From an optimization exercise on the open Yosys and OpenROAD flow, aimed at small area, a short achievable clock period and few clock cycles; shortcuts taken in it are not production practice.
Only simulation tests tie the RTL to the original design; equivalence was not proved.
Power and IR drop assume default switching activity.

==> flow/design.v (outline; a module is shown in full before it is edited, if it fits) <==
// module acf_accumulator: 92 lines
// module acf_mac: 916 lines
// module acf_sq: 845 lines
// module int_to_float: 37 lines
// module fp_divider: 37 lines
// module acf_normalizer: 152 lines
// module autocorrelation_top: 34 lines
module autocorrelation_top (
    input  logic               iClock,
    input  logic               rst_n,
    input  logic               sample_valid,
    input  acf_pkg::sample_t   sample,
    output logic               coef_valid,
    output acf_pkg::acf_coef_t coef,
    output logic               block_done,
    output logic               overrun
);
  // ...
==> flow/run.sh <==
#!/bin/bash
# synth_recipe.tcl (not shown) runs the flow's synth.tcl, then flattens the netlist and writes it again
# the make line also repeats each setting of config.mk as NAME=value (left out here)
make -C /OpenROAD-flow-scripts/flow DESIGN_CONFIG=/design/flow/config.mk WORK_HOME=/design/flow/orfs CLKGATE_MAP_FILE= SYNTH_SCRIPT=/design/flow/synth_recipe.tcl finish
==> flow/config.mk <==
export PLATFORM = sky130hd
export DESIGN_NAME = autocorrelation_top
export DESIGN_NICKNAME = autocorrelation_top
export VERILOG_FILES = /design/flow/design.v
export SDC_FILE = /design/flow/constraint.sdc
export NUM_CORES = 4
export LEC_CHECK = 0
export CAP_MARGIN = 20
export CORE_MARGIN = 2
export CORE_UTILIZATION = 55
export SETUP_SLACK_MARGIN = 4.5
export SLEW_MARGIN = 20
export TNS_END_PERCENT = 0
==> flow/constraint.sdc <==
create_clock -name core_clock -period 7.5 [get_ports {iClock}]
set_input_delay 1.5000 -clock core_clock [delete_from_list [all_inputs] [get_ports {iClock}]]
set_output_delay 1.5000 -clock core_clock [all_outputs]
set_load 0.01 [all_outputs]
==> results.json, run 1 <==
{
  "status": "complete, no violations",
  "pg_clk_mw": 6.96,
  "clk_path_buf_depth": 3,
  "area_growth_pct": 12.58,
  "synth_largest_area_cell": "dfxtp_1",
  "yosys_warnings": 16,
  "ys_dominant_reg_cell": "dfxtp_1",
  "synthCells": 9119,
  "holdBufCountCts": 0,
  "comb_power_share": 0.579,
  "m1WireLength_um": 114500,
  "largest_registers": "acc0.sum_a: 185 flops, acc0.sum_b: 185 flops, norm0.snap: 185 flops",
  "wl_met2_um": 135800,
  "worstReg2RegEnd": "norm0.g_lane[2].div.rem[24]$_SDFF_PP0_",
  "firstDrtPassIters": 8,
  "cp.required_ns": 8.17,
  "buffer_area_frac": 0.04486,
  "power_leader": "combinational cells",
  "dominant_cells": "multi-input combinational cells",
  "cp_slowest_cell": "a2111oi_4",
  "ys_seq_area_frac": 0.3125,
  "dp.cells": 10960,
  "seqPwrFrac": 0.256,
  "dp_slack_ns": 2.388,
  "p_switching_mw": 18.73,
  "hpwl_um": 201800,
  "clock_power_share": 0.164,
  "nFillCells": 13590,
  "setup_tns_ns": 0,
  "ir_worst_vdd_v": 0.0003272,
  "nonClockBufferCount": 450
}
Testbench counts, summed over its fixed seeds: cycles 22,528.
==> module acf_accumulator, before the edit <==
module acf_accumulator (
    input  logic                              iClock,
    input  logic                              rst_n,
    input  logic                              sample_valid,
    input  acf_pkg::sample_t                  sample,
    output logic                              fin,
    output acf_pkg::acc_t [4:0]       sum_a,
    output acf_pkg::acc_t [4:0]       sum_b
);
    localparam int CNT_W = $clog2(64);
    localparam int NDIG  = 16 / 2;
    logic [CNT_W-1:0] cnt;      
    logic [4:0] first;  
    logic             last;     
    logic             v;        
    acf_pkg::sample_t x;        
    acf_pkg::sample_t hist [1:4];
    logic [NDIG-1:0]  neg, one, two;    
    logic [NDIG-1:0]  neg_d, one_d, two_d;
    always_ff @(posedge iClock or negedge rst_n) begin
        if (!rst_n) begin
            cnt <= '0;
            fin <= 1'b0;
        end else begin
            fin <= last;
            if (sample_valid) begin
                cnt <= cnt + 1'b1;
            end
        end
    end
    always_comb begin
        for (int i = 0; i < NDIG; i++) begin
            logic b2, b1, b0;
            b2 = sample[2*i+1];
            b1 = sample[2*i];
            b0 = (i == 0) ? 1'b0 : sample[2*i-1];
            neg_d[i] = sample_valid & b2;
            one_d[i] = sample_valid & (b1 ^ b0);
            two_d[i] = sample_valid & ((b2 & ~b1 & ~b0) | (~b2 & b1 & b0));
        end
    end
    always_ff @(posedge iClock) begin
        for (int k = 0; k <= 4; k++) begin
            first[k] <= sample_valid && (cnt == CNT_W'(k));
        end
        last  <= sample_valid && (cnt == '1);
        v     <= sample_valid;
        neg   <= neg_d;
        one   <= one_d;
        two   <= two_d;
        if (sample_valid) begin
            x <= sample;
            for (int i = 1; i <= 4; i++) begin
                hist[i] <= (cnt == '0) ? '0 : ((i == 1) ? x : hist[i-1]);
            end
        end
    end
    acf_pkg::acc_t na0, nb0;
    acf_sq sq (
        .x  (x),
        .v  (v),
        .nf (!first[0]),
        .sa (sum_a[0]),
        .sb (sum_b[0]),
        .na (na0),
        .nb (nb0)
    );
    always_ff @(posedge iClock) begin
        sum_a[0] <= na0;
        sum_b[0] <= nb0;
    end
    for (genvar k = 1; k <= 4; k++) begin : g_mac
        acf_pkg::sample_t h;
        acf_pkg::acc_t    na, nb;
        assign h = hist[k];
        acf_mac mac (
            .neg (neg),
            .one (one),
            .two (two),
            .h   (h),
            .nf  (!first[k]),
            .sa  (sum_a[k]),
            .sb  (sum_b[k]),
            .na  (na),
            .nb  (nb)
        );
        always_ff @(posedge iClock) begin
            sum_a[k] <= na;
            sum_b[k] <= nb;
        end
    end
endmodule
==> module int_to_float, before the edit <==
module int_to_float (
    input  logic          iClock,
    input  acf_pkg::acc_t value,
    input  logic          signed_in,    
    output logic          sign,
    output logic          zero,
    output logic [5:0]    pos,
    output logic [23:0]   sig
);
    localparam int MAG_W = acf_pkg::ACC_W;
    logic             a_sign;
    logic [MAG_W-1:0] a_mag;
    logic [5:0]       lz;
    logic [MAG_W-1:0] norm_mag;
    function automatic logic [5:0] lead_zeros(input logic [MAG_W-1:0] v);
        logic [5:0] n;
        n = 6'(MAG_W);
        for (int i = 0; i < MAG_W; i++) begin
            if (v[i]) begin
                n = 6'(MAG_W - 1 - i);
            end
        end
        lead_zeros = n;
    endfunction
    always_ff @(posedge iClock) begin
        a_sign <= signed_in & value[MAG_W-1];
        a_mag  <= (signed_in & value[MAG_W-1]) ? -value : value;
    end
    assign lz       = lead_zeros(a_mag);
    assign norm_mag = a_mag << lz;
    always_ff @(posedge iClock) begin
        sign <= a_sign;
        zero <= (a_mag == '0);
        pos  <= 6'(MAG_W - 1) - lz;
        sig  <= norm_mag[MAG_W-1 -: 24];
    end
endmodule
==> module acf_normalizer, before the edit <==
module acf_normalizer (
    input  logic                          iClock,
    input  logic                          rst_n,
    input  logic                          fin,
    input  acf_pkg::acc_t [4:0]   sum_a,
    input  acf_pkg::acc_t [4:0]   sum_b,
    output logic                          coef_valid,
    output acf_pkg::acf_coef_t            coef,
    output logic                          block_done,
    output logic                          overrun
);
    localparam int LAGS = 4;
    localparam int W    = acf_pkg::ACC_W;
    localparam logic [4:0] T_REC = 5'd17;
    logic          busy;
    logic [4:0]    t;
    logic [LAGS:0] ld;       
    logic [LAGS:0] ld2;      
    logic          shift;
    acf_pkg::acc_t cs_a, cs_b;
    acf_pkg::acc_t cr_a, cr_b;
    acf_pkg::acc_t snap [0:LAGS];
    logic          cv_sign, cv_zero;
    logic [5:0]    cv_pos;
    logic [23:0]   cv_sig;
    logic [23:0]   sb;
    logic [25:0]   sb3;
    logic [5:0]    p0;
    logic          z0;
    logic [25:0]   q     [1:LAGS];
    logic [7:0]    ebase [1:LAGS];
    logic          lsign [1:LAGS];
    logic          lzero [1:LAGS];
    logic [3:0]    lag_r;
    acf_pkg::fp32_t norm_r;
    acf_pkg::acc_t raw_r;
    logic          ext_r;
    assign overrun = 1'b0;
    always_ff @(posedge iClock or negedge rst_n) begin
        if (!rst_n) begin
            busy       <= 1'b0;
            t          <= '0;
            coef_valid <= 1'b0;
            block_done <= 1'b0;
        end else begin
            coef_valid <= busy && (t >= T_REC) && (t <= T_REC + 5'(LAGS));
            block_done <= busy && (t == T_REC + 5'(LAGS));
            if (busy) begin
                t <= t + 1'b1;
                if (t == T_REC + 5'(LAGS)) begin
                    busy <= 1'b0;
                end
            end else if (fin) begin
                busy <= 1'b1;
                t    <= '0;
            end
        end
    end
    always_ff @(posedge iClock or negedge rst_n) begin
        if (!rst_n) begin
            ld[LAGS:1] <= '0;
            ld2        <= '0;
        end else begin
            ld[LAGS:1] <= ld[LAGS-1:0];
            ld2        <= ld;
        end
    end
    assign ld[0] = fin && !busy;
    always_comb begin
        cs_a = '0;
        cs_b = '0;
        for (int k = 0; k <= LAGS; k++) begin
            cs_a = cs_a | (ld[k] ? sum_a[k] : '0);
            cs_b = cs_b | (ld[k] ? sum_b[k] : '0);
        end
    end
    always_ff @(posedge iClock) begin
        cr_a <= cs_a;
        cr_b <= cs_b;
    end
    assign shift = (|ld2) || (busy && (t >= T_REC) && (t < T_REC + 5'(LAGS)));
    always_ff @(posedge iClock) begin
        if (shift) begin
            for (int k = 0; k < LAGS; k++) begin
                snap[k] <= snap[k+1];
            end
            snap[LAGS] <= cr_a + cr_b;
        end
    end
    int_to_float conv0 (
        .iClock    (iClock),
        .value     (snap[LAGS]),
        .signed_in (t != 5'd1),
        .sign      (cv_sign),
        .zero      (cv_zero),
        .pos       (cv_pos),
        .sig       (cv_sig)
    );
    always_ff @(posedge iClock) begin
        if (t == 5'd3) begin
            sb  <= cv_sig;
            sb3 <= 26'(cv_sig) + {1'b0, cv_sig, 1'b0};
            p0  <= cv_pos;
            z0  <= cv_zero;
        end
    end
    for (genvar k = 1; k <= LAGS; k++) begin : g_lane
        logic ld;
        assign ld = (t == 5'(k + 3));
        fp_divider div (
            .iClock (iClock),
            .load   (ld),
            .sa     (cv_sig),
            .sb     (sb),
            .sb3    (sb3),
            .q      (q[k])
        );
        always_ff @(posedge iClock) begin
            if (ld) begin
                ebase[k] <= 8'd126 + 8'(cv_pos) - 8'(p0);
                lsign[k] <= cv_sign;
                lzero[k] <= cv_zero | z0;
            end
        end
    end
    logic [2:0]     ri;
    acf_pkg::fp32_t rnorm;
    assign ri = 3'(t - T_REC);
    always_comb begin
        rnorm = z0 ? 32'h0 : 32'h3F80_0000;
        for (int k = 1; k <= LAGS; k++) begin
            if (ri == 3'(k)) begin
                if (lzero[k]) begin
                    rnorm = '0;
                end else if (q[k][25]) begin
                    rnorm = {lsign[k], ebase[k] + 8'd1, q[k][24:2]};
                end else begin
                    rnorm = {lsign[k], ebase[k], q[k][23:1]};
                end
            end
        end
    end
    always_ff @(posedge iClock) begin
        lag_r  <= {1'b0, ri};
        norm_r <= rnorm;
        raw_r  <= snap[0];
        ext_r  <= snap[0][W-1] & (ri != 3'd0);
    end
    assign coef.lag     = lag_r;
    assign coef.norm    = norm_r;
    assign coef.raw_sum = {{(43 - W){ext_r}}, raw_r};
endmodule
==> inputs of run 2 (changes only) <==
--- a/flow/design.v
+++ b/flow/design.v
@@ -64,7 +64,14 @@
         neg   <= neg_d;
         one   <= one_d;
         two   <= two_d;
-        if (sample_valid) begin
+    end
+    always_ff @(posedge iClock or negedge rst_n) begin
+        if (!rst_n) begin
+            x <= '0;
+            for (int i = 1; i <= 4; i++) begin
+                hist[i] <= '0;
+            end
+        end else if (sample_valid) begin
             x <= sample;
             for (int i = 1; i <= 4; i++) begin
                 hist[i] <= (cnt == '0) ? '0 : ((i == 1) ? x : hist[i-1]);
@@ -1882,13 +1889,40 @@
     logic [5:0]       lz;
     logic [MAG_W-1:0] norm_mag;
     function automatic logic [5:0] lead_zeros(input logic [MAG_W-1:0] v);
-        logic [5:0] n;
-        n = 6'(MAG_W);
-        for (int i = 0; i < MAG_W; i++) begin
-            if (v[i]) begin
-                n = 6'(MAG_W - 1 - i);
-            end
+        logic [63:0] w;
+        logic [31:0] z1;    
+        logic [31:0] c1;    
+        logic [15:0] z2;
+        logic [31:0] c2;    
+        logic [7:0]  z3;
+        logic [23:0] c3;    
+        logic [3:0]  z4;
+        logic [15:0] c4;    
+        logic [1:0]  z5;
+        logic [9:0]  c5;    
+        logic [5:0]  n;
+        w = {v, {(64 - MAG_W){1'b1}}};
+        for (int g = 0; g < 32; g++) begin
+            z1[g] = !(w[2*g+1] | w[2*g]);
+            c1[g] = !w[2*g+1];
+        end
+        for (int g = 0; g < 16; g++) begin
+            z2[g]         = z1[2*g+1] & z1[2*g];
+            c2[2*g +: 2]  = z1[2*g+1] ? {1'b1, c1[2*g]} : {1'b0, c1[2*g+1]};
         end
+        for (int g = 0; g < 8; g++) begin
+            z3[g]         = z2[2*g+1] & z2[2*g];
+            c3[3*g +: 3]  = z2[2*g+1] ? {1'b1, c2[4*g +: 2]} : {1'b0, c2[4*g+2 +: 2]};
+        end
+        for (int g = 0; g < 4; g++) begin
+            z4[g]         = z3[2*g+1] & z3[2*g];
+            c4[4*g +: 4]  = z3[2*g+1] ? {1'b1, c3[6*g +: 3]} : {1'b0, c3[6*g+3 +: 3]};
+        end
+        for (int g = 0; g < 2; g++) begin
+            z5[g]         = z4[2*g+1] & z4[2*g];
+            c5[5*g +: 5]  = z4[2*g+1] ? {1'b1, c4[8*g +: 4]} : {1'b0, c4[8*g+4 +: 4]};
+        end
+        n = z5[1] ? {1'b1, c5[4:0]} : {1'b0, c5[9:5]};
         lead_zeros = n;
     endfunction
     always_ff @(posedge iClock) begin
@@ -1961,7 +1995,9 @@
     logic [LAGS:0] ld2;      
     logic          shift;
     acf_pkg::acc_t cs_a, cs_b;
-    acf_pkg::acc_t cr_a, cr_b;
+    localparam int LO_W = 16;
+    logic [LO_W:0]   cr_lo;
+    logic [W-LO_W-1:0] cr_a, cr_b;
     acf_pkg::acc_t snap [0:LAGS];
     logic          cv_sign, cv_zero;
     logic [5:0]    cv_pos;
@@ -1976,8 +2012,6 @@
     logic          lzero [1:LAGS];
     logic [3:0]    lag_r;
     acf_pkg::fp32_t norm_r;
-    acf_pkg::acc_t raw_r;
-    logic          ext_r;
     assign overrun = 1'b0;
     always_ff @(posedge iClock or negedge rst_n) begin
         if (!rst_n) begin
@@ -2018,16 +2052,17 @@
         end
     end
     always_ff @(posedge iClock) begin
-        cr_a <= cs_a;
-        cr_b <= cs_b;
+        cr_lo <= {1'b0, cs_a[LO_W-1:0]} + {1'b0, cs_b[LO_W-1:0]};
+        cr_a  <= cs_a[W-1:LO_W];
+        cr_b  <= cs_b[W-1:LO_W];
     end
-    assign shift = (|ld2) || (busy && (t >= T_REC) && (t < T_REC + 5'(LAGS)));
+    assign shift = (|ld2) || (busy && (t > T_REC) && (t <= T_REC + 5'(LAGS)));
     always_ff @(posedge iClock) begin
         if (shift) begin
             for (int k = 0; k < LAGS; k++) begin
                 snap[k] <= snap[k+1];
             end
-            snap[LAGS] <= cr_a + cr_b;
+            snap[LAGS] <= {cr_a + cr_b + (W-LO_W)'(cr_lo[LO_W]), cr_lo[LO_W-1:0]};
         end
     end
     int_to_float conv0 (
@@ -2039,8 +2074,13 @@
         .pos       (cv_pos),
         .sig       (cv_sig)
     );
-    always_ff @(posedge iClock) begin
-        if (t == 5'd3) begin
+    always_ff @(posedge iClock or negedge rst_n) begin
+        if (!rst_n) begin
+            sb  <= '0;
+            sb3 <= '0;
+            p0  <= '0;
+            z0  <= 1'b0;
+        end else if (t == 5'd3) begin
             sb  <= cv_sig;
             sb3 <= 26'(cv_sig) + {1'b0, cv_sig, 1'b0};
             p0  <= cv_pos;
@@ -2086,12 +2126,10 @@
     always_ff @(posedge iClock) begin
         lag_r  <= {1'b0, ri};
         norm_r <= rnorm;
-        raw_r  <= snap[0];
-        ext_r  <= snap[0][W-1] & (ri != 3'd0);
     end
     assign coef.lag     = lag_r;
     assign coef.norm    = norm_r;
-    assign coef.raw_sum = {{(43 - W){ext_r}}, raw_r};
+    assign coef.raw_sum = {{(43 - W){snap[0][W-1] & (lag_r != 4'd0)}}, snap[0]};
 endmodule
 module autocorrelation_top (
     input  logic               iClock,
--- a/flow/config.mk
+++ b/flow/config.mk
@@ -7,7 +7,7 @@
 export LEC_CHECK = 0
 export CAP_MARGIN = 20
 export CORE_MARGIN = 2
-export CORE_UTILIZATION = 55
+export CORE_UTILIZATION = 40
 export SETUP_SLACK_MARGIN = 4.5
 export SLEW_MARGIN = 20
 export TNS_END_PERCENT = 0
==> run 2 against run 1 <==
  * Setup slack gained 0.17 ns
  * Final area grew 0.55%
  * Count of clock-buffer cells in the layout shrank 2
  * First-iteration DRC count shrank 14%
  * Die area grew 35%
  * Via count shrank 1.2%
  * Clock skew shrank 0.0086 ns
  * Global-route usage shrank 9.8 points
  * Critical path depth shrank 4
  * Worst hold slack gained 0.0016 ns
  * Critical path type unchanged
  * Combinational power grew 16%
  * Sequential cell count shrank 53
==> results.json, run 2 <==
{
  "grt_pass1_wl_um": 428500,
  "crit_path_start_kind": "flip-flop",
  "area_growth_pct": 14.77,
  "drt_wl_total_um": 280900,
  "crit_fanout": 26,
  "dp.cells": 11650,
  "setup_tns_ns": 0,
  "root_buffer": "clkbuf_16",
  "synth_xor_area_frac": 0.08905,
  "rsz0062_at_grt": "true",
  "cts_sinks": 1150,
  "rows": 171,
  "coreArea_mm2": 0.2176,
  "largest_registers": "acc0.sum_a: 185 flops, acc0.sum_b: 185 flops, norm0.snap: 185 flops",
  "final_cells": 12160,
  "status": "complete, no violations",
  "grt_max_degree": 156,
  "layout_commonest_cell": "inv_1",
  "skew_ns": 0.04227,
  "drive_above_1_share": 0.1084,
  "synth.cell_area_mm2": 0.08773,
  "max_freq_ghz": 0.2832,
  "clk_path_buf_depth": 3,
  "firstDrtPassIters": 6,
  "arrival_ns": 4.21,
  "ys_dominant_reg_cell": "dfxtp_1",
  "synth_top_area_frac": 0.1755,
  "cts_tree": "yes",
  "synth_top_family_by_area": "adder cells",
  "die-area_mm2": 0.2231,
  "synth_most_common_cell": "inv_1",
  "min_path_type": "reg -> reg",
  "ys_ff_latch": 1150,
  "setup_violations": 0,
  "leakage_nw": 42.77,
  "synth_fa_ha_area_frac": 0.2428,
  "ir_worst_vdd_v": 0.0003409,
  "drtAntennaViolNets": 0,
  "synth_largest_area_cell": "dfxtp_1",
  "ys_types": 100,
  "wl_per_cell_um": 23.09,
  "ys_seq_area_frac": 0.2970,
  "htree_levels": 4,
  "grt_pass1_vias": 71320,
  "vias": 68850,
  "grt-ovfl-total": 0,
  "path_class": "reg -> reg",
  "power.density_mw_per_mm2": 461.9,
  "period_share": 0.4709,
  "synthCells": 9178,
  "end_kind": "flip-flop",
  "synth_common_cells": "1,013 x inv_1, 769 x dfxtp_1, 719 x fa_1, 644 x a22oi_1, 552 x ha_1",
  "drc": 0,
  "place_congestion": 0.9367,
  "die_h_um": 472.3,
  "synth_edf_count": 225,
  "hpwl_um": 194300,
  "cts_made_buffers": 142,
  "cp.required_ns": 8.17,
  "drtIter0Drc": 5669,
  "avgSynthCellArea_um2": 9.558,
  "io_pins": 101,
  "final_cell_mix": "994 x inv_1, 730 x dfxtp_1, 689 x fa_1, 605 x a22oi_1",
  "fin_nets": 10480,
  "port_buffers": 98,
  "die_w_um": 472.3,
  "relSlewSlack": 0.2584,
  "grt_antenna_before_repair": 6,
  "synthSimpleGateAreaFrac": 0.1087,
  "yosys_warnings": 16,
  "synthTopCellsByArea": "dfxtp_1 18%, fa_1 16%, ha_1 7.9%",
  "grt_use_total": 0.2483,
  "initial_core_util": 0.4032,
  "path_clk_slew_ns": 0.06,
  "insertion_delay_ns": 0.82,
  "viasPerCell": 5.660,
  "post-route-min-period_ns": 3.532,
  "async_reset_ff_frac": 0.1357,
  "finalHoldViolCount": 0,
  "drv_slew": 0,
  "synth_mux_area_frac": 0.03714,
  "nFillCells": 20080,
  "holdBufCountCts": 0,
  "tightest_slew_ns": 1.109,
  "synth_compound_area_frac": 0.1551,
  "drv_cap": 0
}
[run 2: kinds of logic (layout without fill, tap and decap cells)]
logic type / after synthesis / count (layout)
AND/OR/NAND/NOR: 1925 / 1928
XOR/XNOR: 892 / 892
other: 1 / 3
buffers and inverters: 1608 / 1733
multiplexers: 319 / 319
adder cells (fa/ha/maj): 1271 / 1271
AO/OA/AOI/OAI: 2012 / 2014
flip-flops: 1150 / 1150
[run 2: cell type report]
cell class	count	area, um^2	area share
Sequential cell	1150	26270	0.2609
Inverter	1015	3872	0.03846
Multi-Input combinational cell	6426	56840	0.5646
Tap cell	2854	3571	0.03547
Clock inverter	57	734.5	0.007295
Timing Repair Buffer	456	5291	0.05255
Timing Repair inverter	1	7.507	0.00007456
Clock buffer	204	4089	0.04061
Antenna cell	1	2.502	0.00002485
[run 2: metal layers]
layer  wire length, um  GRT usage  vias up
met2            127700     0.3991     2872
met1            115200     0.3186    34050
li1                  -          -    31210
met3             23270    0.05168      725
met4             14730     0.1172        2
met5                12          0        -
[run 2: path summary, 6_finish.rpt]
| path | depth (start not counted) | slack, ns | from | endpoint |
|---|---|---|---|---|
| min reg2reg | 0 | 0.33 | norm0.g_lane[4].div.q[0]$_SDFF_PN1_ | norm0.g_lane[4].div.q[2]$_DFF_P_ |
| max | 11 | 3.97 | acc0.one[5]$_DFF_P_ | acc0.sum_b[55]$_DFF_P_ |
| min | 0 | 0.33 | norm0.g_lane[4].div.q[0]$_SDFF_PN1_ | norm0.g_lane[4].div.q[2]$_DFF_P_ |
| max reg2reg | 11 | 3.97 | acc0.one[5]$_DFF_P_ | acc0.sum_b[55]$_DFF_P_ |
| max in group asynchronous | 2 | 5.55 | rst_n | norm0.sb3[0]$_DFFE_PN0N_ |
| min in group asynchronous | 1 | 0.65 | rst_n | acc0.x[15]$_DFFE_PN0P_ |
[run 2: critical path, stage by stage (launching register included)]
cell and delay, ns:
dfxtp_4 0.42, buf_12 0.18, buf_12 0.21, a22oi_1 0.13, xnor2_1 0.25, ha_1 0.30, inv_1 0.09, fa_1 0.43
fa_1 0.40, fa_1 0.51, inv_1 0.05, fa_1 0.43
[run 2: report_power, final]
group / total, mW / switching [mW] / internal (mW)
Clock: 7.08 / 2.96 / 4.12
Combinational: 28.4 / 16.1 / 12.2
Sequential: 11.1 / 2.25 / 8.82
Total: 46.5 / 21.4 / 25.1
[run 2: what timing repair did]
item	4_1_cts	5_1_grt
pin swaps	76	59
cloned	21	4
buffers inserted	190	37
resized for setup	445	106
setup endpoints to repair	675	655
[run 2: metrics by stage]
stage / power, mW / setup WS (ns) / hold slack [ns] / cell area (um^2) / util
6_report: 46.51 / 3.968 / 0.3289 / 100700 / 0.4627
5_1_grt: 51.28 / 3.862 / 0.3360 / 100700 / 0.4627
4_1_cts: 46.16 / 4.040 / 0.3269 / 99850 / 0.4589
3_5_place_dp: 37.53 / 2.578 / 0.3164 / 90960 / 0.4180
3_3_place_gp: 36.41 / 2.682 / 0.3128 / 90960 / 0.4180
2_1_floorplan: 30.31 / 3.894 / 0.3096 / 87840 / -
Testbench counts of run 2, summed over its fixed seeds: cycles 22,528.
==> inputs of run 3 (changes only) <==
--- a/flow/config.mk
+++ b/flow/config.mk
@@ -7,7 +7,7 @@
 export LEC_CHECK = 0
 export CAP_MARGIN = 20
 export CORE_MARGIN = 2
-export CORE_UTILIZATION = 40
+export CORE_UTILIZATION = 55
 export SETUP_SLACK_MARGIN = 4.5
 export SLEW_MARGIN = 20
 export TNS_END_PERCENT = 0
==> run 3 against run 2 <==
  * Core utilization rose by 16 points
  * Die area decreased by 27%
  * Non-clock buffer count decreased by 8
  * Sequential share of layout area is 0.39 points higher
  * Final area is 1.5% lower
  * Combinational power is 1% lower
  * Clock power down 2%
  * Global-route usage grew 9.6 points
  * Maximum frequency is 1.8% lower
  * First-iteration DRC count grew 1.3%
==> results.json, run 3 <==
{
  "rows": 146,
  "rsz0062_at_grt": "true",
  "die-area_mm2": 0.1627,
  "setup_violations": 0,
  "rrSetupSlack_ns": 3.90,
  "grt_use_total": 0.3439,
  "end_kind": "flip-flop",
  "synthCells": 9178,
  "arrival_ns": 4.28,
  "worstReg2RegEnd": "norm0.g_lane[4].div.rem[8]$_DFF_P_",
  "root_buffer": "clkbuf_16",
  "ys_types": 100,
  "layout_commonest_cell": "inv_1",
  "vias": 68540,
  "r2r_cells": 16,
  "viasPerCell": 6.025,
  "leakage_nw": 42.56,
  "max_stage_delay_ns": 0.46,
  "coreArea_mm2": 0.1584,
  "drtAntennaViolNets": 0,
  "min_path_type": "reg -> reg",
  "status": "complete, no violations",
  "worstHoldStart": "norm0.g_lane[3].div.q[0]$_SDFF_PN1_",
  "cts_sinks": 1150,
  "wl_per_cell_um": 24.75,
  "nFillCells": 13310,
  "async_reset_ff_frac": 0.1357,
  "finalHoldViolCount": 0,
  "die_w_um": 403.4,
  "period_share": 0.4794,
  "hpwl_um": 192400,
  "path_class": "reg -> reg",
  "setup_tns_ns": 0,
  "yosys_warnings": 16,
  "synth_edf_count": 225,
  "final_cell_mix": "995 x inv_1, 734 x dfxtp_1, 683 x fa_1, 610 x a22oi_1, 546 x ha_1",
  "ys_seq_area_frac": 0.2970,
  "cts_made_buffers": 139,
  "insertion_delay_ns": 0.82,
  "drv_slew": 0,
  "grt_pass1_vias": 70600,
  "drv_cap": 0,
  "io_pins": 101,
  "synth_largest_area_cell": "dfxtp_1",
  "utilization": 0.6263,
  "crit_start": "norm0.sb[2]$_DFFE_PN0N_",
  "place_congestion": 0.9304,
  "drtIter0Drc": 5742,
  "ir_worst_vdd_v": 0.0002895,
  "ys_ff_latch": 1150,
  "reg2reg_from": "norm0.sb[2]$_DFFE_PN0N_",
  "htree_levels": 4,
  "min_path_cells": 0,
  "synth_common_cells": "1,013 x inv_1, 769 x dfxtp_1, 719 x fa_1, 644 x a22oi_1, 552 x ha_1",
  "holdBufCountCts": 0,
  "clk_path_buf_depth": 3,
  "relSlewSlack": 0.2990,
  "area_growth_pct": 13.07,
  "cts_tree": "yes",
  "crit_family": "compound AO/OA/AOI/OAI gates",
  "grt_antenna_before_repair": 11,
  "drc": 0,
  "drive_above_1_share": 0.1052,
  "fin_nets": 10470,
  "crit_fanout": 8,
  "worst-path-buf-inv": 4,
  "ys_dominant_reg_cell": "dfxtp_1",
  "multi_input_area_mm2": 0.05673,
  "skew_ns": 0.04772,
  "cp_slowest_cell": "o41a_1",
  "max_freq_ghz": 0.2781,
  "drt_wl_total_um": 281600,
  "power.density_mw_per_mm2": 463.0,
  "dp.cells": 10880,
  "synth.cell_area_mm2": 0.08773,
  "die_h_um": 403.4,
  "synthTopCellsByArea": "dfxtp_1 18%, fa_1 16%, ha_1 7.9%",
  "tightest_slew_ns": 1.044,
  "final_cells": 11380,
  "grt_pass1_wl_um": 424900,
  "crit_path_start_kind": "flip-flop",
  "grt_max_degree": 112,
  "synth_most_common_cell": "inv_1",
  "ff_latch_area_mm2": 0.02627,
  "port_buffers": 98,
  "cp.required_ns": 8.18,
  "synth_top_area_frac": 0.1755,
  "crit_chain": "clkinvlp_4 -> buf_4 -> ha_1 -> o21a_1 -> o31a_1 -> o31ai_2 -> o21a_1 -> o41a_1 -> o21ai_4 -> o22ai_4 -> o21ai_2 -> buf_6 -> buf_6 -> nor2_1 -> a31oi_1 -> a21oi_1",
  "path_clk_slew_ns": 0.06,
  "avgSynthCellArea_um2": 9.558,
  "post-route-min-period_ns": 3.595,
  "largest_registers": "acc0.sum_a: 185 flops, acc0.sum_b: 185 flops, norm0.snap: 185 flops",
  "hold-path-endpoint": "norm0.g_lane[3].div.q[2]$_DFF_P_",
  "firstDrtPassIters": 7,
  "initial_core_util": 0.5539,
  "grt-ovfl-total": 0
}
## run 3: what timing repair did
item / CTS / global route
gates cloned: 17 / 0
setup endpoints to repair: 760 / 710
buffers inserted: 185 / 26
hold endpoints to repair: 0 / 0
pin swaps: 99 / 31
resized for setup: 419 / 57
## run 3: kinds of logic (layout without fill, tap and decap cells)
kind of cell | count (synthesis) | after routing | synth area share
buffers and inverters | 1608 | 1722 | 0.07017
AO/OA/AOI/OAI | 2012 | 2016 | 0.1551
adder cells (fa/ha/maj) | 1271 | 1271 | 0.2428
multiplexers | 319 | 319 | 0.03714
XOR/XNOR | 892 | 892 | 0.08905
other | 1 | 9 | 0.00004275
flip-flops | 1150 | 1150 | 0.2970
AND/OR/NAND/NOR | 1925 | 1926 | 0.1087
## run 3: cell type report
type / count / area share
tap: 2072 / 0.02614
sequential: 1150 / 0.2648
clock buffer: 191 / 0.03905
inverter: 1015 / 0.03902
multi-input combinational: 6426 / 0.5719
timing repair buffer: 448 / 0.05008
clock inverter: 68 / 0.008830
antenna: 7 / 0.0001766
## run 3: layer usage
metal	up-vias	share of wire	global-route usage
li1	31160	-	-
met1	33930	0.40	0.4290
met2	2621	0.47	0.5696
met3	826	0.070	0.05776
met4	6	0.060	0.1877
met5	-	0.00011	0
## run 3: metrics by stage
stage                     worst slack, ns  cell area, um^2  power [mW]  hold WS [ns]
after floorplan                     3.894            87840       30.31        0.3096
after global placement              2.641            90080       36.47        0.3116
after detailed placement            2.635            90080       37.46        0.3146
after CTS                           4.002            98680       45.76        0.3144
after global routing                3.845            99170       50.51        0.3201
final                               3.905            99190       45.92        0.3273
## run 3: how the worst max path moves through the flow
| stage | cells after the start | slack, ns | end |
|---|---|---|---|
| 6_report | 16 | 3.90 | norm0.g_lane[4].div.rem[8]$_DFF_P_ |
| 3_5_place_dp | 16 | 2.63 | norm0.g_lane[2].div.rem[8]$_DFF_P_ |
| 4_1_cts | 10 | 4.00 | acc0.sum_b[90]$_DFF_P_ |
| 2_1_floorplan | 10 | 3.89 | acc0.sum_b[126]$_DFF_P_ |
| 5_1_grt | 13 | 3.85 | norm0.g_lane[1].div.rem[21]$_DFF_P_ |
| 3_3_place_gp | 15 | 2.64 | norm0.g_lane[2].div.rem[3]$_DFF_P_ |
## run 3: worst reg2reg max path: stages (launching register included)
cell and delay, ns:
dfrtp_1 0.40, clkinvlp_4 0.18, buf_4 0.17, ha_1 0.34
o21a_1 0.14, o31a_1 0.20, o31ai_2 0.10, o21a_1 0.21
o41a_1 0.46, o21ai_4 0.24, o22ai_4 0.13, o21ai_2 0.20
buf_6 0.19, buf_6 0.18, nor2_1 0.08, a31oi_1 0.14
a21oi_1 0.09
## run 3: where the power goes
part,switching (mW),internal (mW)
clock network,2.95,4.02
logic,16.0,12.0
registers,2.15,8.81
total,21.1,24.8
==> inputs of run 4 (changes only) <==
--- a/flow/design.v
+++ b/flow/design.v
@@ -1881,13 +1881,18 @@
     output logic          sign,
     output logic          zero,
     output logic [5:0]    pos,
+    output logic [5:0]    lz,           
+    output logic          ext,
     output logic [23:0]   sig
 );
     localparam int MAG_W = acf_pkg::ACC_W;
+    logic             neg_in;
+    logic [MAG_W-1:0] ones;
     logic             a_sign;
     logic [MAG_W-1:0] a_mag;
-    logic [5:0]       lz;
-    logic [MAG_W-1:0] norm_mag;
+    logic [5:0]       a_lz;
+    logic [MAG_W-1:0] shifted;
+    logic             extra;
     function automatic logic [5:0] lead_zeros(input logic [MAG_W-1:0] v);
         logic [63:0] w;
         logic [31:0] z1;    
@@ -1925,18 +1930,21 @@
         n = z5[1] ? {1'b1, c5[4:0]} : {1'b0, c5[9:5]};
         lead_zeros = n;
     endfunction
+    assign neg_in = signed_in & value[MAG_W-1];
+    assign ones   = neg_in ? ~value : value;
     always_ff @(posedge iClock) begin
-        a_sign <= signed_in & value[MAG_W-1];
-        a_mag  <= (signed_in & value[MAG_W-1]) ? -value : value;
-    end
-    assign lz       = lead_zeros(a_mag);
-    assign norm_mag = a_mag << lz;
-    always_ff @(posedge iClock) begin
-        sign <= a_sign;
-        zero <= (a_mag == '0);
-        pos  <= 6'(MAG_W - 1) - lz;
-        sig  <= norm_mag[MAG_W-1 -: 24];
-    end
+        a_sign <= neg_in;
+        a_mag  <= neg_in ? -value : value;
+        a_lz   <= lead_zeros(ones);
+    end
+    assign zero    = (a_lz == 6'(MAG_W)) && !a_sign;
+    assign shifted = a_mag << a_lz;
+    assign extra   = !shifted[MAG_W-1] && !zero;
+    assign sign    = a_sign;
+    assign pos     = 6'(MAG_W - 1) - a_lz + 6'(extra);
+    assign lz      = a_lz;
+    assign ext     = extra;
+    assign sig     = extra ? 24'h80_0000 : shifted[MAG_W-1 -: 24];
 endmodule
 module fp_divider (
     input  logic        iClock,
@@ -1988,7 +1996,7 @@
 );
     localparam int LAGS = 4;
     localparam int W    = acf_pkg::ACC_W;
-    localparam logic [4:0] T_REC = 5'd17;
+    localparam logic [4:0] T_REC = 5'd16;
     logic          busy;
     logic [4:0]    t;
     logic [LAGS:0] ld;       
@@ -2001,13 +2009,17 @@
     acf_pkg::acc_t snap [0:LAGS];
     logic          cv_sign, cv_zero;
     logic [5:0]    cv_pos;
+    logic [5:0]    cv_lz;
+    logic          cv_ext;
     logic [23:0]   cv_sig;
     logic [23:0]   sb;
     logic [25:0]   sb3;
-    logic [5:0]    p0;
     logic          z0;
     logic [25:0]   q     [1:LAGS];
+    logic [7:0]    ebias;    
+    logic          ext0;
     logic [7:0]    ebase [1:LAGS];
+    logic          lext  [1:LAGS];
     logic          lsign [1:LAGS];
     logic          lzero [1:LAGS];
     logic [3:0]    lag_r;
@@ -2072,24 +2084,32 @@
         .sign      (cv_sign),
         .zero      (cv_zero),
         .pos       (cv_pos),
+        .lz        (cv_lz),
+        .ext       (cv_ext),
         .sig       (cv_sig)
     );
     always_ff @(posedge iClock or negedge rst_n) begin
         if (!rst_n) begin
             sb  <= '0;
             sb3 <= '0;
-            p0  <= '0;
+            ebias <= '0;
+            ext0  <= 1'b0;
             z0  <= 1'b0;
-        end else if (t == 5'd3) begin
-            sb  <= cv_sig;
-            sb3 <= 26'(cv_sig) + {1'b0, cv_sig, 1'b0};
-            p0  <= cv_pos;
-            z0  <= cv_zero;
+        end else begin
+            if (t == 5'd2) begin
+                sb    <= cv_sig;
+                z0    <= cv_zero;
+                ebias <= 8'd126 + 8'(cv_lz);
+                ext0  <= cv_ext;
+            end
+            if (t == 5'd3) begin
+                sb3   <= 26'(sb) + {1'b0, sb, 1'b0};
+            end
         end
     end
     for (genvar k = 1; k <= LAGS; k++) begin : g_lane
         logic ld;
-        assign ld = (t == 5'(k + 3));
+        assign ld = (t == 5'(k + 2));
         fp_divider div (
             .iClock (iClock),
             .load   (ld),
@@ -2100,7 +2120,8 @@
         );
         always_ff @(posedge iClock) begin
             if (ld) begin
-                ebase[k] <= 8'd126 + 8'(cv_pos) - 8'(p0);
+                ebase[k] <= ebias - 8'(cv_lz);
+                lext[k]  <= cv_ext;
                 lsign[k] <= cv_sign;
                 lzero[k] <= cv_zero | z0;
             end
@@ -2116,9 +2137,9 @@
                 if (lzero[k]) begin
                     rnorm = '0;
                 end else if (q[k][25]) begin
-                    rnorm = {lsign[k], ebase[k] + 8'd1, q[k][24:2]};
+                    rnorm = {lsign[k], ebase[k] + 8'(lext[k]) - 8'(ext0) + 8'd1, q[k][24:2]};
                 end else begin
-                    rnorm = {lsign[k], ebase[k], q[k][23:1]};
+                    rnorm = {lsign[k], ebase[k] + 8'(lext[k]) - 8'(ext0), q[k][23:1]};
                 end
             end
         end
--- a/flow/config.mk
+++ b/flow/config.mk
@@ -7,7 +7,7 @@
 export LEC_CHECK = 0
 export CAP_MARGIN = 20
 export CORE_MARGIN = 2
-export CORE_UTILIZATION = 55
+export CORE_UTILIZATION = 40
 export SETUP_SLACK_MARGIN = 4.5
 export SLEW_MARGIN = 20
 export TNS_END_PERCENT = 0
==> run 4 against run 3 <==
  * Still clean on timing, DRC and antenna
  * Cell count up 11%
  * Die area increased by 40%
  * Non-clock buffer count grew 97
  * Power up 3.1%
  * Sequential power hardly changed
  * Sequential share of layout area decreased by 1.4 points
==> results.json, run 4 <==
{
  "crit_chain": "buf_4 -> ha_1 -> fa_1 -> nor2b_1 -> o31a_1 -> o21bai_1 -> a311oi_2 -> buf_4 -> a31oi_4 -> a41o_1 -> a2111oi_1 -> a21oi_1 -> o21ai_0",
  "busiest_layer": "met2",
  "grt_max_degree": 81,
  "die_h_um": 477.3,
  "drtAntennaViolNets": 0,
  "setup_violations": 0,
  "die-area_mm2": 0.2278,
  "use_met2": 0.4056,
  "ys_types": 101,
  "grt-ovfl-total": 0,
  "status": "complete, no violations",
  "path_clk_slew_ns": 0.06,
  "path_class": "reg -> reg",
  "insertion_delay_ns": 0.84,
  "cts_made_buffers": 138,
  "final_cells": 12590,
  "ir_worst_vdd_v": 0.0002581,
  "vias": 72740,
  "layout_commonest_cell": "inv_1",
  "worst-path-buf-inv": 2,
  "final_cell_mix": "1,007 x inv_1, 708 x dfxtp_1, 688 x fa_1, 621 x a22oi_1, 566 x xnor2_1",
  "synth_edf_count": 229,
  "max_freq_ghz": 0.2769,
  "post-route-min-period_ns": 3.611,
  "io_pins": 101,
  "ys_seq_area_frac": 0.2875,
  "yosys_warnings": 18,
  "finalPower_mw": 47.36,
  "power.density_mw_per_mm2": 456.6,
  "ys_dominant_reg_cell": "dfxtp_1",
  "rsz0062_at_grt": "true",
  "place_congestion": 0.9343,
  "synth_most_common_cell": "inv_1",
  "crit_path_start_kind": "flip-flop",
  "synthCells": 9411,
  "firstDrtPassIters": 7,
  "synthTopCellsByArea": "dfxtp_1 17%, fa_1 16%, ha_1 8.1%",
  "hpwl_um": 203900,
  "synth.cell_area_mm2": 0.08960,
  "rows": 173,
  "drv_slew": 0,
  "htree_levels": 4,
  "setup_tns_ns": 0,
  "largest_registers": "acc0.sum_a: 185 flops, acc0.sum_b: 185 flops, norm0.snap: 185 flops",
  "async_reset_ff_frac": 0.1413,
  "nFillCells": 20720,
  "drv_cap": 0,
  "path_common_cell": "buf_4",
  "initial_core_util": 0.4026,
  "arrival_ns": 4.37,
  "drt_wl_total_um": 302300,
  "end_kind": "flip-flop",
  "drc": 0,
  "crit_family": "compound AO/OA/AOI/OAI gates",
  "whs_ns": 0.3315,
  "grt_pass1_vias": 74590,
  "port_buffers": 98,
  "coreArea_mm2": 0.2225,
  "met1_usage": 0.3410,
  "grt_pass1_wl_um": 455600,
  "cts_sinks": 1132,
  "tightest_slew_ns": 1.077,
  "wl_per_cell_um": 24.02,
  "synth_common_cells": "1,043 x inv_1, 743 x dfxtp_1, 723 x fa_1, 653 x a22oi_1, 577 x ha_1",
  "area_growth_pct": 15.78,
  "synth_largest_area_cell": "dfxtp_1",
  "leakage_nw": 43.93,
  "drive_above_1_share": 0.1224,
  "grt_antenna_before_repair": 11,
  "dp.cells": 12000,
  "root_buffer": "clkbuf_16",
  "drtIter0Drc": 7015,
  "avgSynthCellArea_um2": 9.520,
  "cts_tree": "yes",
  "viasPerCell": 5.780,
  "fin_nets": 10810,
  "relSlewSlack": 0.2806,
  "finalHoldViolCount": 0,
  "synth_top_area_frac": 0.1660,
  "ys_ff_latch": 1132,
  "cp_slowest_cell": "dfrtp_4",
  "grt_use_total": 0.2592,
  "die_w_um": 477.3,
  "use_met3": 0.07461,
  "min_path_type": "reg -> reg",
  "clk_path_buf_depth": 3,
  "crit_fanout": 5,
  "period_share": 0.4815,
  "cp.required_ns": 8.26,
  "max_stage_delay_ns": 0.51,
  "skew_ns": 0.09872,
  "holdBufCountCts": 0
}
==> run 4: changes by cell type in the layout (fill, tap and decap cells not counted), sizes merged, moves of 18 or more <==
cell / previous run / this run
or3: 17 / 42
mux2i: 267 / 244
buf: 341 / 432
mux4: 0 / 30
clkinvlp: 20 / 38
inv: 1004 / 1023
o21ai: 348 / 398
ha: 552 / 577
xnor2: 526 / 568
dfxtp: 769 / 743
o221ai: 46 / 13
nand2b: 237 / 217
xor2: 366 / 342
o22a: 9 / 31
==> run 4: final timing paths <==
kind | startpoint | end | slack (ns) | cells past startpoint
max | norm0.sb[0]$_DFFE_PN0N_ | norm0.g_lane[3].div.rem[22]$_DFF_P_ | 3.89 | 13
min | norm0.g_lane[4].div.q[0]$_SDFF_PN1_ | norm0.g_lane[4].div.q[2]$_DFF_P_ | 0.33 | 0
max reg2reg | norm0.sb[0]$_DFFE_PN0N_ | norm0.g_lane[3].div.rem[22]$_DFF_P_ | 3.89 | 13
min reg2reg | norm0.g_lane[4].div.q[0]$_SDFF_PN1_ | norm0.g_lane[4].div.q[2]$_DFF_P_ | 0.33 | 0
max in group asynchronous | rst_n | norm0.ext0$_DFFE_PN0N_ | 5.53 | 2
min in group asynchronous | rst_n | acc0.x[5]$_DFFE_PN0P_ | 0.79 | 1
==> run 4: routing by layer <==
layer,vias up,share of wire
met2,3543,0.44
met3,735,0.11
li1,32280,-
met1,36180,0.41
met5,-,0.00033
met4,10,0.036
==> run 4: kinds of logic (layout without fill, tap and decap cells) <==
kind of cell	after synthesis	in the layout	synth area share
compound gates	2144	2145	0.1624
xor+xnor	911	911	0.08921
fa+ha+maj	1300	1300	0.2421
buf+inv	1661	1849	0.07094
flops	1132	1132	0.2875
mux	312	312	0.03958
other cells	1	9	0.00004185
simple gates	1950	1953	0.1083
==> run 4: where the power goes <==
| part | internal [mW] | switching (mW) | total [mW] |
|---|---|---|---|
| registers | 8.70 | 2.25 | 11.0 |
| logic | 12.7 | 16.7 | 29.4 |
| clock network | 4.02 | 3.03 | 7.04 |
| total | 25.4 | 22.0 | 47.4 |
==> run 4: metrics by stage <==
stage | setup WS (ns) | cell area [um^2] | utilization
5_1_grt | 3.835 | 103700 | 0.4661
4_1_cts | 4.033 | 102800 | 0.4620
3_5_place_dp | 2.862 | 93030 | 0.4181
3_3_place_gp | 2.785 | 93000 | 0.4179
2_1_floorplan | 3.694 | 89630 | -
6_report | 3.889 | 103700 | 0.4662
==> run 4: worst reg2reg max path, delay by kind of cell, from the launching register on <==
kind            cells  cell delay, ns
flops               1            0.51
compound gates      8            1.75
simple gates        1            0.19
buf+inv             2            0.38
fa+ha+maj           2            0.72
==> run 4: area by class of cell <==
class	instances	area [um^2]	share of cell area
sequential	1132	26000	0.2506
clock buffer	181	3776	0.03640
tap	2975	3722	0.03588
clock inverter	72	1025	0.009878
timing repair buffer	545	6071	0.05852
timing repair inverter	1	5.005	0.00004825
antenna	7	17.52	0.0001689
multi-input combinational	6623	59060	0.5693
inverter	1050	4060	0.03914
==> run 4: repair_timing <==
action / 4_1_cts / 5_1_grt
buffers inserted: 247 / 52
hold endpoints to repair: 0 / 0
cloned: 23 / 3
resized for setup: 501 / 93
setup endpoints to repair: 677 / 621
pin swaps: 101 / 68
Testbench counts of run 4, summed over its fixed seeds: cycles 22,272.

separate check: timing with driven ports:
The results above use ideal ports. As a check the final layouts listed here were re-extracted and re-timed, cells and wires unchanged.
Step 1 (the two cells are an assumption about what drives the block):
set clk [get_ports {iClock}]
set_driving_cell -lib_cell sky130_fd_sc_hd__clkbuf_16 $clk
set_driving_cell -lib_cell sky130_fd_sc_hd__buf_2 [delete_from_list [all_inputs] $clk]
Step 2 moves the port delays by t, midway between the first and last clock arrival at a register: inputs arrive t later, outputs are due t later. That takes back most of the time a late clock gives input paths.
a / b / c = ideal / step 1 / step 2; a / b = the first two.
run | t (ns) | setup WS [ns] | worst register clock-pin slew, ns
run 1 | 0.875 | 3.798 / 3.798 / 3.798 | 0.07 / 0.07
run 2 | 0.884 | 3.968 / 3.968 / 3.725 | 0.07 / 0.07
run 3 | 0.887 | 3.905 / 3.905 / 3.513 | 0.07 / 0.07
run 4 | 0.869 | 3.889 / 3.889 / 3.770 | 0.07 / 0.07
After both steps every run listed still meets setup and hold. For run 3, which loses most, drivers alone change the setup slack by 0.000 ns; drivers and shift together by -0.392 ns.
